Background: an optimization exercise with open tools, aiming at small area. Do not read the settings as production practice. At most, simulation tests tie the RTL to the original design; equivalence was not proved. For runs 2 and 3, only the layout was checked, not whether the RTL still works. Power figures rest on the tool's default switching activity, not on a simulated workload. The flow treats the clock pin as an ideal source, which a real chip does not have.

==> config.mk <==
export PLATFORM = sky130hd
export DESIGN_NAME = double_ended_queue_unit
export DESIGN_NICKNAME = double_ended_queue_unit
export VERILOG_FILES = /design/flow/design.v
export SDC_FILE = /design/flow/constraint.sdc
export NUM_CORES = 4
export LEC_CHECK = 0
export CAP_MARGIN = 20
export CORE_MARGIN = 2
export CORE_UTILIZATION = 58
export PLACE_DENSITY = 0.7
export SLEW_MARGIN = 20
==> constraint.sdc <==
create_clock -name core_clock -period 5.0 [get_ports {clk}]
set_input_delay 1.0000 -clock core_clock [delete_from_list [all_inputs] [get_ports {clk}]]
set_output_delay 1.0000 -clock core_clock [all_outputs]
set_load 0.01 [all_outputs]
==> design.v <==
package deq_pkg;
  localparam int WORD_W  = 32;
  localparam int COUNT_W = 5;
  localparam logic [WORD_W-1:0] WORD_NONE = '1;
  typedef enum logic [2:0] {
    KIND_PUSH_FRONT = 3'd0,
    KIND_PUSH_BACK  = 3'd1,
    KIND_POP_FRONT  = 3'd2,
    KIND_POP_BACK   = 3'd3,
    KIND_CLEAR      = 3'd4,
    KIND_REVERSE    = 3'd5
  } deq_kind_t;
  typedef enum logic {
    ST_IDLE,
    ST_FILL
  } deq_state_t;
  typedef struct packed {
    logic                push_dropped;
    logic                is_empty;
    logic [COUNT_W-1:0]  entry_count;
    logic [WORD_W-1:0]   back_value;
    logic [WORD_W-1:0]   front_value;
    logic                popped_ok;
    logic [WORD_W-1:0]   popped_value;
  } deq_res_t;
endpackage
module deq_store #(
  parameter int DEPTH = 16
) (
  input  logic                       clk,
  input  logic                       wr_now,
  input  logic                       keep_now,    
  input  logic                       ones_now,
  input  logic [deq_pkg::WORD_W-1:0] wr_data,
  output logic [deq_pkg::WORD_W-1:0] tap
);
  localparam int W = deq_pkg::WORD_W;
  logic [DEPTH*W-1:0] ring;
  assign tap = (wr_data & {W{wr_now}}) | (ring[DEPTH*W-1 -: W] & {W{keep_now}}) | {W{ones_now}};
  always_ff @(posedge clk) begin
    ring <= {ring[(DEPTH-1)*W-1:0], tap};
  end
endmodule
module deq_ctrl #(
  parameter int AW = 4,
  parameter int CW = 5
) (
  input  logic          clk,
  input  logic          rst_n,
  input  logic [2:0]    kind,
  input  logic          accept,
  output logic          last,          
  output logic          ahead,         
  output logic [CW-1:0] count,
  output logic          do_pop,
  output logic          dropped,
  output logic          none_after,    
  output logic          w_hit,         
  output logic          p_hit,         
  output logic          f_hit,         
  output logic          b_hit          
);
  localparam logic [AW-1:0] M1 = {AW{1'b1}};
  localparam logic [AW-1:0] M2 = {AW{1'b1}} - 1'b1;
  localparam logic [AW-1:0] M3 = {AW{1'b1}} - 2'd2;
  localparam logic [AW-1:0] ONE = 1;
  logic [AW-1:0] off_r, off_load;
  logic [CW-1:0] cnt_r, cnt_step;
  logic          rev_r, rev_nxt;
  logic [AW-1:0] f;                    
  logic          is_push, is_pop, is_clr, is_rev, low_side, full, empty, do_push;
  logic          push_lo, push_hi, pop_lo, pop_hi;
  logic          o_m2, o_m1, o_0, f_m1, f_m2, f_m3, lo_hit, hi_hit;
  assign is_push  = (kind[2:1] == 2'b00);
  assign is_pop   = (kind[2:1] == 2'b01);
  assign is_clr   = (kind == 3'd4);
  assign is_rev   = (kind == 3'd5);
  assign low_side = ~(kind[0] ^ rev_r);
  assign full     = cnt_r[CW-1];
  assign empty    = (cnt_r == '0);
  assign do_push  = is_push & ~full;
  assign do_pop   = is_pop & ~empty;
  assign dropped  = is_push & full;
  assign push_lo  = do_push & low_side;
  assign push_hi  = do_push & ~low_side;
  assign pop_lo   = do_pop & low_side;
  assign pop_hi   = do_pop & ~low_side;
  assign f     = off_r - cnt_r[AW-1:0];
  assign o_m2  = (off_r == M2);
  assign o_m1  = (off_r == M1);
  assign o_0   = (off_r == '0);
  assign f_m1  = (f == M1);
  assign f_m2  = (f == M2);
  assign f_m3  = (f == M3);
  assign last  = o_m1;
  assign ahead = o_m2;
  assign w_hit  = push_lo ? o_m2 : (push_hi & f_m1);
  assign p_hit  = pop_lo ? o_m1 : (pop_hi & f_m2);
  assign lo_hit = push_lo ? o_m2 : (pop_lo ? o_0 : o_m1);
  assign hi_hit = push_hi ? f_m1 : (pop_hi ? f_m3 : f_m2);
  assign off_load = push_lo ? ONE : (pop_lo ? M1 : '0);
  assign cnt_step = do_push ? 1 : (do_pop ? '1 : '0);
  assign rev_nxt    = rev_r ^ is_rev;
  assign none_after = is_clr | (empty & ~do_push) | (pop_lo | pop_hi) & (cnt_r == 1);
  assign f_hit      = rev_nxt ? hi_hit : lo_hit;
  assign b_hit      = rev_nxt ? lo_hit : hi_hit;
  assign count      = cnt_r;
  always_ff @(posedge clk) begin
    if (!rst_n) begin
      off_r <= '0;
      cnt_r <= '0;
      rev_r <= 1'b0;
    end else begin
      off_r <= accept ? off_load : off_r + 1'b1;
      if (accept) begin
        cnt_r <= is_clr ? '0 : cnt_r + cnt_step;
        rev_r <= rev_nxt;
      end
    end
  end
endmodule
module double_ended_queue_unit #(
  parameter int DEPTH = 16
) (
  input  logic         clk,
  input  logic         rst_n,
  input  logic         in_tvalid,
  output logic         in_tready,
  input  logic [39:0]  in_tdata,
  input  logic [2:0]   in_tuser,
  output logic         out_tvalid,
  input  logic         out_tready,
  output logic [103:0] out_tdata
);
  localparam int W  = deq_pkg::WORD_W;
  localparam int AW = $clog2(DEPTH);
  localparam int CW = $clog2(DEPTH + 1);
  logic          busy, force_r, ones_r, wr_r, keep_r, ldp_r, ldf_r, ldb_r;
  logic          out_valid_r;
  logic          pok_r, drop_r;
  logic [W-1:0]  pop_r, front_r, back_r;
  logic          last, ahead, begin_now, ones_ok, sweep_next, accept;
  logic [W-1:0]  tap;
  logic [CW-1:0] count;
  logic          do_pop, dropped, none_after, w_hit, p_hit, f_hit, b_hit;
  assign begin_now  = ~busy & ~force_r & ahead & in_tvalid & (~out_valid_r | out_tready);
  assign ones_ok    = begin_now & (~count[CW-1] | none_after);
  assign sweep_next = force_r | (busy & ~last);
  assign in_tready  = busy & last;
  assign accept     = in_tvalid & in_tready;
  deq_ctrl #(
    .AW(AW),
    .CW(CW)
  ) u_ctrl (
    .clk       (clk),
    .rst_n     (rst_n),
    .kind      (in_tuser),
    .accept    (accept),
    .last      (last),
    .ahead     (ahead),
    .count     (count),
    .do_pop    (do_pop),
    .dropped   (dropped),
    .none_after(none_after),
    .w_hit     (w_hit),
    .p_hit     (p_hit),
    .f_hit     (f_hit),
    .b_hit     (b_hit)
  );
  deq_store #(
    .DEPTH(DEPTH)
  ) u_store (
    .clk     (clk),
    .wr_now  (wr_r),
    .keep_now(keep_r),
    .ones_now(ones_r),
    .wr_data (in_tdata[W-1:0]),
    .tap     (tap)
  );
  always_ff @(posedge clk) begin
    if (!rst_n) begin
      busy        <= 1'b0;
      force_r     <= 1'b0;
      out_valid_r <= 1'b0;
    end else begin
      busy        <= sweep_next;
      force_r     <= begin_now;
      out_valid_r <= accept | (out_valid_r & ~out_tready);
    end
  end
  always_ff @(posedge clk) begin
    ones_r <= ones_ok;
    wr_r   <= sweep_next & w_hit;
    keep_r <= ~(sweep_next & w_hit);
    ldp_r  <= begin_now ? (ones_ok & ~do_pop) : (sweep_next & p_hit);
    ldf_r  <= begin_now ? none_after : (sweep_next & ~none_after & f_hit);
    ldb_r  <= begin_now ? none_after : (sweep_next & ~none_after & b_hit);
  end
  always_ff @(posedge clk) begin
    if (accept) begin
      pok_r  <= do_pop;
      drop_r <= dropped;
    end
    if (ldp_r) begin
      pop_r <= tap;
    end
    if (ldf_r) begin
      front_r <= tap;
    end
    if (ldb_r) begin
      back_r <= tap;
    end
  end
  assign out_tvalid = out_valid_r;
  assign out_tdata  = {drop_r, (count == '0), count, back_r, front_r, pok_r, pop_r};
endmodule
==> flow/run.sh <==
#!/bin/bash
# The standard layout (the standard.sh), with these changes to how it is
# made:
#  - synthesis maps the logic with an area-oriented ABC script (strash; dch;
#    amap) in place of ORFS's delay-oriented one; every other synthesis step,
#    and so every register, is the standard synthesis's;
#  - the port buffers are the smallest buffer cell;
#  - clock tree synthesis inserts no dummy loads, clusters up to 36 sinks per
#    clkbuf_16 leaf buffer, and uses smaller buffers above the leaves.
# Each step's full output goes to synth.log and flow.log here, and ORFS's own
# logs stay under orfs/logs.
set -euo pipefail
export BUFFER_PORTS_ARGS="-buffer_cell sky130_fd_sc_hd__buf_1"
export CTS_ARGS="-sink_clustering_enable -repair_clock_nets -sink_clustering_size 36 -sink_clustering_max_diameter 90 -buf_list sky130_fd_sc_hd__clkbuf_16 -root_buf sky130_fd_sc_hd__clkbuf_4 -tree_buf sky130_fd_sc_hd__clkbuf_8 -dont_use_dummy_load"

# ORFS's scripts, with the ABC script that synthesis uses replaced.
mkdir -p synth_scripts
cp -r "$FLOW_HOME/scripts/." synth_scripts/
cp flow/abc_area_map.script synth_scripts/abc_speed.script

SCRIPTS_DIR="$PWD/synth_scripts" bash standard.sh synth > synth.log 2>&1
bash standard.sh > flow.log 2>&1
==> flow/abc_area_map.script <==
strash
dch
amap
==> standard.sh <==
#!/bin/bash
# synth_recipe.tcl (not shown) runs the flow's synth.tcl, then flattens the netlist and writes it again
# the make line also repeats each setting of config.mk as NAME=value (left out here)
make -C /OpenROAD-flow-scripts/flow DESIGN_CONFIG=/design/flow/config.mk WORK_HOME=/design/flow/orfs CLKGATE_MAP_FILE= SYNTH_SCRIPT=/design/flow/synth_recipe.tcl "${@:-finish}"
==> summary.txt, run 1 <==
Total GRT Usage 0.146; RSZ-0062 raised after global routing false; hold_sp u_store.ring[475]; R2R Path End u_ctrl.cnt_r[4]; Layout area overhead 9.74%; clock sink count 629; Crit Path Category flop to primary output; final setup fails 0; Routed wire per std cell 15.0 microns; fin crit period 3.43 ns; Hold Crit Class flop to flop; most frequent cells in the layout 528 x dfxtp_1, 144 x buf_1, 98 x edfxtp_1; R2R setup slack 1.91 ns; number of vias per cell 4.65; hold depth 0; drt first pass iters 4; M1 WL 9820 microns; CTS tree yes; number of global-route vias before repair 5,924; via count 6,032; RD Place Congestion 0.770; final WL 19,400 microns; placed cell area 15,600 sq um; share of layout cells above drive strength 1 0.0280; Synth cell types 30; Max-cap violations 0; metal2 WL 8230 microns; CTS Hold Bufs 0; period utilization 0.685; Initial Util 0.586; Slew Viols, Final 0; worst clock skew 0.0820 ns; hold slack 0.287 ns; Tightest Pin Transition 0.994 ns; grt total ovfl 0; Synth Net Count 855; number of enable flip-flop cells after synthesis 98; worst rel slew slack 0.337; remaining antenna violation count 0; Pleak 6.07 nW; Post-Syn Area 14,700 sq um; root buffer cell clkbuf_4; final instance area 16,100 sq um; P per Cell Area 444 nW/um^2; Die ar. 26,600 sq um; peak supply drop 0.000314 V; H-tree depth 1; CP required 4.00 ns; post-CTS sizing 0; met3 wire length 938 microns; Worst Setup Slack, final 1.57 ns; Hold EP u_store.ring[507]; ranking of synthesized cells by area dfxtp_1 72%, edfxtp_1 20%, a221o_1 2.2%; fillers 1,802; area of the multi-input gates 990 sq um; initial DRC count 376; cell count after synthesis 799; Primary FF master, synth dfxtp_1; worst skew pair latency 0.77 ns; clock slew at reported path FFs 0.12 ns; setup_tns 0 ns; die width 163 microns; Avg Cell Area, Syn 18.4 sq um; post-CTS setup buffer count 0; Peak Freq 292 MHz; nets@finish 1,021; # port buffers 144; Chip Height 163 microns; critical path startpoint u_ctrl.off_r[1]; critical path arrival 2.43 ns; Yosys top cell area share 0.724; crit path launch type flop; DRC 0; Placed Cells 1,272; post-DP HPWL 11,900 microns; row count 58; first-pass GRT wire length 30,100 microns; initial antenna violation count 1; outcome complete, no violations; Core Region 25,000 sq um; commonest non-fill, non-tap cell in the layout dfxtp_1; crit path capture type primary output; io pins 153; largest net degree at the start of global routing 37; Crit Path Max Fanout 5; largest area contributor in the netlist dfxtp_1; dpl ws 1.58 ns; Worst R2R Path Depth 14; Final Hold Vio Count 0; #FFs+latches synth 629; Critical R2R Launch u_ctrl.cnt_r[3]; synth warn 3; Longest Clk Path Bufs 3; area occupied by registers 13,600 sq um; FFs w/ async S/R, synth 0; Seq/Total Area, Yosys 0.925; Finished Layout Cells 1,296; CTS Buf Count 21; top sig layer met4
## cell type report
class                   instances  share of cell area
repair buffers                147              0.0350
diodes                          3            0.000466
clock buffers                  21              0.0294
multi-input cells             144              0.0615
inverters                      22             0.00513
well taps                     330              0.0256
flip-flops and latches        629               0.843
## cell usage after synthesis (all sizes together), types with 4 or more instances
| library cell | count |
|---|---|
| nor3 | 7 |
| a21oi | 14 |
| ha | 8 |
| clkinv | 22 |
| buf | 4 |
| edfxtp | 98 |
| nand2 | 9 |
| or2 | 7 |
| a221oi | 4 |
| nor2 | 33 |
| dfxtp | 531 |
| a221o | 32 |
## layer usage
layer | track usage | vias to the layer above
met5 | 0 | -
met4 | 0.0338 | 0
met3 | 0.0267 | 32
met2 | 0.227 | 151
met1 | 0.216 | 2842
li1 | - | 3007
## worst max path at each step
stage / endpoint / cells after the start
2_1_floorplan: u_ctrl.cnt_r[4] / 13
3_3_place_gp: u_ctrl.cnt_r[4] / 13
3_5_place_dp: u_ctrl.cnt_r[4] / 13
4_1_cts: in_tready / 6
5_1_grt: in_tready / 6
6_report: in_tready / 6
## critical path: stages (launching register included)
cell	delay (ns)
dfxtp_1	0.47
ha_1	0.23
clkinv_1	0.09
nor3_1	0.37
clkinv_1	0.16
nor2b_1	0.21
buf_1	0.17
## state kept, by name, indices dropped and copies added, names as in the netlist
register,cells
back_r,32
busy,1
drop_r,1
force_r,1
front_r,32
keep_r,1
ldb_r,1
ldf_r,1
ldp_r,1
ones_r,1
out_valid_r,1
pok_r,1
pop_r,32
u_ctrl.cnt_r,5
u_ctrl.off_r,4
u_ctrl.rev_r,1
u_store.ring,512
wr_r,1
## power breakdown
part / total [mW] / internal (mW) / leakage, nW / switching, mW
registers: 5.16 / 5.15 / 5.25 / 0.00949
logic: 0.0478 / 0.0204 / 0.581 / 0.0274
clock network: 1.95 / 0.670 / 0.236 / 1.28
## cell families (layout without fill, tap and decap cells)
group | count (synthesis) | after routing | synth area share
buffers and inverters | 26 | 190 | 0.00767
other | 0 | 3 | 0
AND/OR/NAND/NOR | 64 | 64 | 0.0198
adder cells (fa/ha/maj) | 9 | 9 | 0.00819
flip-flops | 629 | 629 | 0.925
AO/OA/AOI/OAI | 70 | 70 | 0.0389
XOR/XNOR | 1 | 1 | 0.000597
## stage by stage
stage,util,total power [mW]
final,0.643,7.15
after detailed placement,0.624,5.32
after floorplan,-,5.29
after global routing,0.643,7.38
after global placement,0.624,5.32
after CTS,0.643,7.22
==> run 2, diff against run 1 <==
--- a/design.v
+++ b/design.v
@@ -64,3 +64,2 @@
   localparam logic [AW-1:0] M2 = {AW{1'b1}} - 1'b1;
-  localparam logic [AW-1:0] M3 = {AW{1'b1}} - 2'd2;
   localparam logic [AW-1:0] ONE = 1;
@@ -72,3 +71,3 @@
   logic          push_lo, push_hi, pop_lo, pop_hi;
-  logic          o_m2, o_m1, o_0, f_m1, f_m2, f_m3, lo_hit, hi_hit;
+  logic          o_m2, o_m1, o_0, o_p1, f_0, f_m1, f_m2, lo_hit, hi_hit;
   assign is_push  = (kind[2:1] == 2'b00);
@@ -91,5 +90,6 @@
   assign o_0   = (off_r == '0);
+  assign o_p1  = (off_r == ONE);
   assign f_m1  = (f == M1);
   assign f_m2  = (f == M2);
-  assign f_m3  = (f == M3);
+  assign f_0   = (f == '0);
   assign last  = o_m1;
@@ -97,5 +97,5 @@
   assign w_hit  = push_lo ? o_m2 : (push_hi & f_m1);
-  assign p_hit  = pop_lo ? o_m1 : (pop_hi & f_m2);
-  assign lo_hit = push_lo ? o_m2 : (pop_lo ? o_0 : o_m1);
-  assign hi_hit = push_hi ? f_m1 : (pop_hi ? f_m3 : f_m2);
+  assign p_hit  = pop_lo ? o_0 : (pop_hi & f_m1);
+  assign lo_hit = push_lo ? o_m1 : (pop_lo ? o_p1 : o_0);
+  assign hi_hit = push_hi ? f_0 : (pop_hi ? f_m2 : f_m1);
   assign off_load = push_lo ? ONE : (pop_lo ? M1 : '0);
@@ -137,3 +137,3 @@
   localparam int CW = $clog2(DEPTH + 1);
-  logic          busy, force_r, ones_r, wr_r, keep_r, ldp_r, ldf_r, ldb_r;
+  logic          busy, force_r, ones_r, wr_r, keep_r, ldp, ldf, ldb;
   logic          out_valid_r;
@@ -194,6 +194,6 @@
     keep_r <= ~(sweep_next & w_hit);
-    ldp_r  <= begin_now ? (ones_ok & ~do_pop) : (sweep_next & p_hit);
-    ldf_r  <= begin_now ? none_after : (sweep_next & ~none_after & f_hit);
-    ldb_r  <= begin_now ? none_after : (sweep_next & ~none_after & b_hit);
-  end
+  end
+  assign ldp = force_r ? (ones_r & ~do_pop) : (busy & p_hit);
+  assign ldf = force_r ? none_after : (busy & ~none_after & f_hit);
+  assign ldb = force_r ? none_after : (busy & ~none_after & b_hit);
   always_ff @(posedge clk) begin
@@ -203,9 +203,9 @@
     end
-    if (ldp_r) begin
+    if (ldp) begin
       pop_r <= tap;
     end
-    if (ldf_r) begin
+    if (ldf) begin
       front_r <= tap;
     end
-    if (ldb_r) begin
+    if (ldb) begin
       back_r <= tap;
==> flow/run.sh (replaced) <==
#!/bin/bash
# The standard layout, with three changes to how it is made:
#  - synthesis maps the logic with an area-oriented ABC script (strash; dch;
#    amap) in place of ORFS's delay-oriented one; every other synthesis step,
#    and so every register, is the standard synthesis's;
#  - the port buffers are the smallest buffer cell;
#  - clock tree synthesis inserts no dummy loads.
set -euo pipefail
export BUFFER_PORTS_ARGS="-buffer_cell sky130_fd_sc_hd__buf_1"
export CTS_ARGS="-sink_clustering_enable -repair_clock_nets -sink_clustering_size 36 -sink_clustering_max_diameter 90 -buf_list sky130_fd_sc_hd__clkbuf_16 -dont_use_dummy_load"

# ORFS's scripts, with the ABC script that synthesis uses replaced.
mkdir -p synth_scripts
cp -r "$FLOW_HOME/scripts/." synth_scripts/
cp flow/abc_area_map.script synth_scripts/abc_speed.script

SCRIPTS_DIR="$PWD/synth_scripts" bash standard.sh synth > synth.log 2>&1
bash standard.sh > flow.log 2>&1
==> summary.txt, run 2 <==
Primary FF master, synth dfxtp_1; Synth Net Count 853; RSZ-0062 raised after global routing false; clock sink count 626; Final Util 0.647; post-DP HPWL 12,000 microns; Pleak 6.12 nW; worst rel slew slack 0.564; nets@finish 1,023; outcome complete, no violations; CP required 5.22 ns; dpl ws 1.04 ns; cell count after synthesis 796; Tightest Pin Transition 0.637 ns; CTS Buf Count 21; Commonest cells post-synth 528 x dfxtp_1, 98 x edfxtp_1, 34 x nor2_1; period utilization 0.675; ant diodes 0; remaining antenna violation count 0; number of global-route vias before repair 5,646; hold_sp u_store.ring[212]; Synth cell types 32; Hold Crit Class flop to flop; Max-cap violations 0; P per Cell Area 446 nW/um^2; Total GRT Usage 0.147; Peak Freq 296 MHz; synth warn 3; commonest non-fill, non-tap cell in the layout dfxtp_1; most flop-heavy register u_store.ring; peak supply drop 0.000367 V; initial DRC count 371; largest net degree at the start of global routing 37; Layout area overhead 10.6%; final setup fails 0; share of layout cells above drive strength 1 0.0322; ranking of synthesized cells by area dfxtp_1 72%, edfxtp_1 20%, a221o_1 2.2%; CTS Hold Bufs 0; number of vias per cell 4.63; root buffer cell clkbuf_16; max reg flops 512; largest area contributor in the netlist dfxtp_1; post-CTS sizing 0; fin crit period 3.37 ns; critical path arrival 3.60 ns; H-tree depth 1; grt total ovfl 0; worst skew pair latency 0.54 ns; Chip Height 163 microns; CP max-delay cell a31o_2; worst clock skew 0.0425 ns; Seq/Total Area, Yosys 0.924; R2R Path End front_r[24]; setup_tns 0 ns; crit path launch type flop; Worst R2R Path Depth 11; Critical R2R Launch u_ctrl.cnt_r[3]; RD Place Congestion 0.753; row count 58; FFs w/ async S/R, synth 0; Die ar. 26,500 sq um; Slew Viols, Final 0; Routed wire per std cell 15.1 microns; Core Region 25,000 sq um; post-CTS setup buffer count 0; Hold EP u_store.ring[244]; # port buffers 144; Cell Chain, Critical Path clkinv_1 > nand2_1 > nor3_1 > nor2_1 > clkinv_1 > nor2_1 > a21oi_1 > o32ai_1 > or2_0 > a31o_2 > buf_12; first-pass GRT wire length 30,100 microns; Post-Syn Area 14,600 sq um; R2R setup slack 1.63 ns; number of enable flip-flop cells after synthesis 98; Longest Clk Path Bufs 3; hold depth 0; Worst Setup Slack, final 1.63 ns; #FFs+latches synth 626; Avg Cell Area, Syn 18.4 sq um; drt first pass iters 4; Yosys top cell area share 0.723; CTS tree yes; top-count cell post-synth dfxtp_1; hold slack 0.288 ns; Crit Path Max Fanout 18; final WL 19,600 microns; die width 163 microns; Initial Util 0.586; initial antenna violation count 0; Crit Path Category flop to flop; most frequent cells in the layout 528 x dfxtp_1, 144 x buf_1, 98 x edfxtp_1; clock slew at reported path FFs 0.12 ns; DRC 0; io pins 153; Max stage delay on crit path 0.55 ns; crit path capture type flop; Final Hold Vio Count 0; via count 5,985
## run 2: changes by cell type in the layout (fill, tap and decap cells not counted), moves of 3 or more
cell,change
clkbuf_16,+3
dfxtp_2,-3
clkbuf_4,-3
diode_2,-3
nor3_1,-3
nand3_1,+3
a21oi_1,+3
## run 2: metrics by stage
| step | instances | instance area, sq um | power (mW) |
|---|---|---|---|
| 3_5_place_dp | 1273 | 15600 | 5.28 |
| 2_1_floorplan | 796 | 14600 | 5.26 |
| 4_1_cts | 1294 | 16200 | 7.29 |
| 6_report | 1294 | 16200 | 7.22 |
| 3_3_place_gp | 1273 | 15600 | 5.28 |
| 5_1_grt | 1294 | 16200 | 7.46 |
## run 2: routing by layer
metal,share of wire,GRT usage,vias to the layer above
met5,0,0,-
met4,0.018,0.0362,0
met3,0.045,0.0255,26
met2,0.44,0.223,118
met1,0.50,0.223,2825
li1,-,-,3016
## run 2: worst max-delay path by stage
| stage | startpoint | endpoint | cells after the start |
|---|---|---|---|
| final | u_ctrl.cnt_r[3] | front_r[24] | 11 |
| after global routing | u_ctrl.cnt_r[4] | back_r[5] | 11 |
| after CTS | u_ctrl.cnt_r[3] | back_r[5] | 11 |
| after detailed placement | in_tuser[1] | back_r[28] | 10 |
| after global placement | in_tuser[1] | front_r[0] | 10 |
| after floorplan | u_ctrl.cnt_r[2] | pop_r[0] | 10 |
## run 2: cells by family (layout without fill, tap and decap cells)
logic type | count (synthesis) | count (layout) | synth area share
DFF | 626 | 626 | 0.924
buffers and inverters | 25 | 193 | 0.00745
AOI/OAI and AO/OA | 74 | 74 | 0.0404
and+or+nand+nor | 61 | 61 | 0.0187
adders and majority gates | 10 | 10 | 0.00907
## run 2: area by class of cell
cell class	count	area (sq um)
clock buffers	21	526
fillers	1792	8800
inverters	21	78.8
multi-input cells	145	1010
flip-flops and latches	626	13500
well taps	330	413
repair buffers	151	618
## run 2: power breakdown
group	total, mW	switching [mW]	internal [mW]
clock	2.05	1.28	0.767
combinational	0.0495	0.0286	0.0209
sequential	5.12	0.00702	5.11
total	7.22	1.32	5.90
## run 2: critical path: cells and delay by family, from the launching register on
family                 cells  cell delay (ns)
flip-flops                 1             0.43
buffers and inverters      3             0.74
AND/OR/NAND/NOR            5             0.96
AO/OA/AOI/OAI              3             0.94
==> run 3, diff against run 2 <==
==> flow/run.sh (replaced) <==
#!/bin/bash
# Standard layout, with the port buffers made of the smallest buffer cell
# and clock tree synthesis without dummy loads.
set -euo pipefail
export BUFFER_PORTS_ARGS="-buffer_cell sky130_fd_sc_hd__buf_1"
export CTS_ARGS="-sink_clustering_enable -repair_clock_nets -sink_clustering_size 36 -sink_clustering_max_diameter 90 -buf_list sky130_fd_sc_hd__clkbuf_16 -dont_use_dummy_load"
bash standard.sh > flow.log 2>&1
--- a/config.mk
+++ b/config.mk
@@ -9,3 +9,6 @@
 export CORE_MARGIN = 2
-export CORE_UTILIZATION = 58
+export CORE_UTILIZATION = 55
+export CTS_BUF_LIST = sky130_fd_sc_hd__clkbuf_16
+export CTS_CLUSTER_DIAMETER = 90
+export CTS_CLUSTER_SIZE = 36
 export PLACE_DENSITY = 0.7
removed: flow/abc_area_map.script
==> summary.txt, run 3 <==
CTS Hold Bufs 0; post-CTS setup buffer count 0; die width 168 microns; Peak Freq 274 MHz; Chip Height 168 microns; Total GRT Usage 0.143; Finished Layout Cells 1,302; Avg Cell Area, Syn 18.3 sq um; Post-Syn Area 14,800 sq um; critical path arrival 3.84 ns; largest net degree at the start of global routing 37; RSZ-0062 raised after global routing false; crit path launch type flop; Yosys top cell area share 0.714; outcome complete, no violations; Pleak 6.08 nW; clock sink count 626; remaining antenna violation count 0; Worst Setup Slack, final 1.35 ns; dpl ws 1.36 ns; peak supply drop 0.000375 V; Synth Net Count 865; Tightest Pin Transition 0.784 ns; Initial Util 0.555; Final Hold Vio Count 0; initial DRC count 377; CTS Buf Count 21; number of global-route vias before repair 5,890; io pins 153; root buffer cell clkbuf_16; Hold Crit Class flop to flop; nets@finish 1,020; Longest Clk Path Bufs 3; hold slack 0.297 ns; top-count cell post-synth dfxtp_1; CP max-delay cell o221ai_4; number of enable flip-flop cells after synthesis 98; # port buffers 144; worst clock skew 0.0435 ns; RD Place Congestion 0.791; final setup fails 0; CP required 5.19 ns; Cell Chain, Critical Path inv_1 > ha_1 > a21oi_1 > a21oi_1 > nor4b_1 > a32oi_1 > o221ai_4 > buf_4; synth warn 3; Core Region 26,700 sq um; Die ar. 28,200 sq um; drt first pass iters 4; Seq/Total Area, Yosys 0.913; cell count after synthesis 808; H-tree depth 1; area occupied by registers 13,500 sq um; CTS tree yes; Crit Path Max Fanout 20; fin crit period 3.65 ns; post-CTS sizing 0; final WL 20,700 microns; commonest non-fill, non-tap cell in the layout dfxtp_1; ant diodes 0; area of the multi-input gates 1200 sq um; fillers 1,992; post-DP HPWL 12,800 microns; clock slew at reported path FFs 0.11 ns; max reg flops 512; ranking of synthesized cells by area dfxtp_1 71%, edfxtp_1 20%, a221o_1 2.2%; period utilization 0.730; DRC 0; Commonest cells post-synth 528 x dfxtp_1, 98 x edfxtp_1, 32 x a221o_1; row count 60; first-pass GRT wire length 31,700 microns; Layout area overhead 10.1%; most frequent cell on the critical path a21oi_1; Max stage delay on crit path 0.64 ns; FFs w/ async S/R, synth 0; share of layout cells above drive strength 1 0.0375; setup_tns 0 ns; largest area contributor in the netlist dfxtp_1; P per Cell Area 443 nW/um^2; number of vias per cell 4.73; crit path capture type flop; most flop-heavy register u_store.ring; Crit path max-delay family compound AO/OA/AOI/OAI gates; worst rel slew slack 0.478; worst skew pair latency 0.55 ns; Routed wire per std cell 15.9 microns; Max-cap violations 0; initial antenna violation count 0; Crit Path Category flop to flop; Placed Cells 1,281; Primary FF master, synth dfxtp_1; worst path bufs/invs 2; via count 6,155; #FFs+latches synth 626; most frequent cells in the layout 528 x dfxtp_1, 144 x buf_1, 98 x edfxtp_1; Synth cell types 50; Slew Viols, Final 0; grt total ovfl 0
## run 3: through the flow
| stage | instance area, sq um | total power, mW | util |
|---|---|---|---|
| floorplan | 14800 | 5.26 | - |
| global placement | 15800 | 5.28 | 0.591 |
| detailed placement | 15800 | 5.28 | 0.591 |
| CTS | 16300 | 7.29 | 0.611 |
| global route | 16300 | 7.45 | 0.611 |
| finish | 16300 | 7.22 | 0.611 |
## run 3: final timing paths
kind | from | endpoint | slack [ns] | cells after the start
worst max-delay path | u_ctrl.cnt_r[2] | back_r[0] | 1.35 | 8
worst min-delay path | u_store.ring[278] | u_store.ring[310] | 0.30 | 0
worst max register to register | u_ctrl.cnt_r[2] | back_r[0] | 1.35 | 8
worst min register to register | u_store.ring[278] | u_store.ring[310] | 0.30 | 0
## run 3: kinds of logic (layout without fill, tap and decap cells)
group                    after synthesis  count (layout)  share of synthesized area
flip-flops                           626             626                      0.913
adder cells (fa/ha/maj)               10              10                    0.00896
AO/OA/AOI/OAI                         72              72                     0.0404
AND/OR/NAND/NOR                       65              65                     0.0233
XOR/XNOR                               9               9                    0.00533
buffers and inverters                 26             179                    0.00888
## run 3: power by group
group | internal, mW | total, mW | leakage [nW] | switching (mW)
registers | 5.11 | 5.12 | 5.18 | 0.00759
logic | 0.0197 | 0.0487 | 0.639 | 0.0290
clock network | 0.766 | 2.05 | 0.259 | 1.29
total | 5.90 | 7.22 | 6.08 | 1.32
## run 3: cell type report
type                       count  share of cell area
sequential                   626               0.829
multi-input combinational    156              0.0737
timing repair buffer         150              0.0367
clock buffer                  21              0.0323
tap                          341              0.0262
inverter                       8             0.00184
## run 3: layer usage
layer,up-vias,wire (microns),global-route usage
met5,-,0,0
met4,0,416,0.0367
met3,29,1060,0.0261
met2,124,9060,0.218
met1,2973,10100,0.214
li1,3029,-,-

[port drivers added, routing unchanged]
The flow's constraints put no driver on any port. The routed layouts listed below were extracted and timed again, unchanged, in two steps. Step 1 sets driving cells, clkbuf_16 on the clock port and buf_2 on the other inputs (assumed; they add their load-dependent delay and slew). Step 2 also shifts input and output timing later by t, the mid clock arrival at the registers, as if the neighbouring blocks saw the same clock. a / b / c = ideal ports / drivers / drivers and shift; a / b = the first two.
run | shift t [ns] | slack for setup (ns) | hold WS [ns] | worst setup path at the end
run 1 | 0.771 | 1.574 / 1.532 / 1.479 | 0.287 / 0.287 / 0.287 | input to register
run 2 | 0.566 | 1.626 / 1.626 / 1.083 | 0.288 / 0.288 / 0.288 | input to register
run 3 | 0.573 | 1.348 / 1.348 / 1.348 | 0.297 / 0.297 / 0.297 | register to register
After both steps every run listed still meets setup and hold. The setup slack of run 2, which loses most, moves by 0.000 ns with the drivers and by -0.543 ns with both steps.
